Source: an optimization exercise on an open RTL-to-GDS flow (aim: small area, a short achievable clock period and few clock cycles per item). Production flows keep margins and buffers that such runs may drop. Function was checked by simulation only, so behaviour that the tests miss may differ from the original.

## job 4959
Design dds_sine_sample_generator, start of the top module:
module dds_sine_sample_generator (
    input  logic                  clk,
    input  logic                  rst_n,
    input  logic                  in_valid,
    output logic                  in_ready,
    input  logic                  restart,
    output logic                  out_valid,
    input  logic                  out_ready,
    output dds_pkg::code_t        sample,
    input  logic                  cfg_valid,
    output logic                  cfg_ready,
    input  logic [1:0]            cfg_index,
    input  logic [31:0]           cfg_data
);
    logic [31:0] phase_step_reg;
    logic [11:0] low_code_reg;
    logic [11:0] high_code_reg;
    logic [31:0] phase_acc_reg;
    logic [31:0] acc_sum;
    logic        in_ready_reg, in_busy_reg, in_fire;
    logic        v1_reg, v2_reg, v3_reg;
    logic        en1, en2, en3;
    logic [5:0]  neg1_reg, one1_reg, two1_reg;
    logic        top1_reg;
    logic [11:0] lo1_reg, span1_reg;
    logic [23:0] row2a_reg, row2b_reg;
    logic [23:0] x3_reg;
    logic [11:0] head_reg, tail_reg;
    logic        head_v_reg, tail_v_reg;
    logic [11:0] rom_val, sine_next, lo_next, span_next;
    logic [23:0] row_a, row_b;
    logic [23:0] x_sum;
    logic [11:0] res;
    logic        wr, rd;
    logic        v1_next, v2_next, v3_next, head_v_next, tail_v_next;
    assign cfg_ready = 1'b1;
    always_ff @(posedge clk or negedge rst_n)
    begin
        if (!rst_n)
        begin
            phase_step_reg <= '0;
            low_code_reg   <= '0;
  ...
==> flow/config.mk <==
export PLATFORM = sky130hd
export DESIGN_NAME = dds_sine_sample_generator
export DESIGN_NICKNAME = dds_sine_sample_generator
export VERILOG_FILES = /design/flow/design.v
export SDC_FILE = /design/flow/constraint.sdc
export NUM_CORES = 4
export LEC_CHECK = 0
export CAP_MARGIN = 20
export CORE_MARGIN = 2
export CORE_UTILIZATION = 40
export SLEW_MARGIN = 20
==> flow/constraint.sdc <==
create_clock -name core_clock -period 11.0 [get_ports {clk}]
set_input_delay 2.2000 -clock core_clock [delete_from_list [all_inputs] [get_ports {clk}]]
set_output_delay 2.2000 -clock core_clock [all_outputs]
set_load 0.01 [all_outputs]
standard.sh (not shown) runs the stock make flow with config.mk's settings and CLKGATE_MAP_FILE= SYNTH_SCRIPT=/design/flow/synth_recipe.tcl, a recipe that flattens the netlist after the stock synthesis.
==> flow/flow/run.sh <==
#!/bin/bash
# Standard ORFS layout, with port buffers of a plain buffer cell and the
# setup repair aiming for margin below the clock period.
set -euo pipefail
bash standard.sh \
  "SETUP_SLACK_MARGIN=0" \
  "BUFFER_PORTS_ARGS=-buffer_cell sky130_fd_sc_hd__buf_2" \
  finish > standard_flow.log 2>&1
Job 4959 | status: complete | timing, DRC, antenna: pass
Testbench counts of job 4959, summed over its fixed seeds: cycles 16,016, items 16,000.
diff inputs: job 4959 => job 2203
==> flow/flow/run.sh <==
#!/bin/bash
# The standard layout (the standard.sh) with three changes to how it is
# made: port buffers use a plain buffer cell instead of the delay cell the
# resizer picks by default; setup repair aims at a margin below the clock
# period; and repair works on the worst path only (TNS_END_PERCENT).
set -euo pipefail
bash standard.sh \
  "SETUP_SLACK_MARGIN=7.8" \
  "TNS_END_PERCENT=0" \
  "ADDER_MAP_FILE=" \
  "BUFFER_PORTS_ARGS=-buffer_cell sky130_fd_sc_hd__buf_2" \
  finish > standard_flow.log 2>&1
==> results.txt <==
Job 2203 finished all stages; the layout is clean. Critical path depth was higher in the run labelled job 4959. | post-layout minimum cycle time | job 2203 vs job 4959 | better |. Number of clock buffer instances in the layout ends up lower on job 2203.
Edits applied to the flow inputs when going from job 2203 to job 6387:
==> flow/flow/run.sh <==
#!/bin/bash
# Standard ORFS layout, with port buffers of a plain buffer cell and the
# setup repair aiming for margin below the clock period.
set -euo pipefail
bash standard.sh \
  "SETUP_SLACK_MARGIN=7.3" \
  "BUFFER_PORTS_ARGS=-buffer_cell sky130_fd_sc_hd__buf_2" \
  finish > standard_flow.log 2>&1
## What came out
Compared with job 2203, in job 6387 arithmetic-cell share of the synthesized area counting full adders, half adders and majority gates now larger; wire length now smaller.
Sort job 2203 and job 6387 by worst setup slack asc -> top: job 6387
Of the two values seen for launching element of the worst setup path, phase_step_reg[0]$_DFFE_PN0P_ was produced by job 2203 and span1_reg[9]$_DFFE_PN_ by job 6387.
Against job 2203 as the reference, job 6387 delivers a higher area growth from synthesis to layout.
Comparing job 6387 with job 2203, the flip-flop and latch count after synthesis came out essentially unchanged.
Relative to job 6387, the following input files were edited for job 6515:
==> flow/flow/run.sh <==
#!/bin/bash
# The standard layout (the standard.sh) with three changes to how it is
# made: port buffers use a plain buffer cell instead of the delay cell the
# resizer picks by default; setup repair aims at a margin below the clock
# period; and repair works on the worst path only (TNS_END_PERCENT).
set -euo pipefail
bash standard.sh \
  "SETUP_SLACK_MARGIN=7.8" \
  "TNS_END_PERCENT=0" \
  "BUFFER_PORTS_ARGS=-buffer_cell sky130_fd_sc_hd__buf_2" \
  finish > standard_flow.log 2>&1
[summary]
- Looking at post-route minimum period, job 6515 sits 0.16 ns below job 6387.
- Job 6515 and job 6387 ended up with roughly the same placed cell area.
- On via count, the lower figure sits with job 6387, not job 6515.

## port drivers added, routing unchanged
In the flow no input, the clock included, has a driving cell. The finished layouts below were timed again as built, in two steps. Step 1 (the two cells are an assumption about what drives the block):
set clk [get_ports {clk}]
set_driving_cell -lib_cell sky130_fd_sc_hd__clkbuf_16 $clk
set_driving_cell -lib_cell sky130_fd_sc_hd__buf_2 [delete_from_list [all_inputs] $clk]
Step 2 adds t to the input delays and takes it off the output delays; t is the mean of the earliest and latest rising clock arrival at the registers after step 1. Input paths then give back, and output paths get back, about the clock's delay inside the block. Three values: ideal, step 1, step 2; two values: the first two.
run	t (ns)	slack for setup (ns)	worst setup path at the end	latest minus earliest clock arrival (ns)
job 4959	0.580	6.227 / 6.227 / 6.227	register to register	0.025 / 0.026
job 2203	0.595	7.664 / 7.664 / 7.117	input to register	0.042 / 0.042
job 6387	0.591	7.406 / 7.406 / 7.232	input to register	0.030 / 0.030
job 6515	0.593	7.571 / 7.571 / 7.286	input to register	0.059 / 0.059
After both steps every run listed still meets setup and hold. The setup slack of job 2203, which loses most, moves by 0.000 ns with the drivers and by -0.547 ns with both steps.
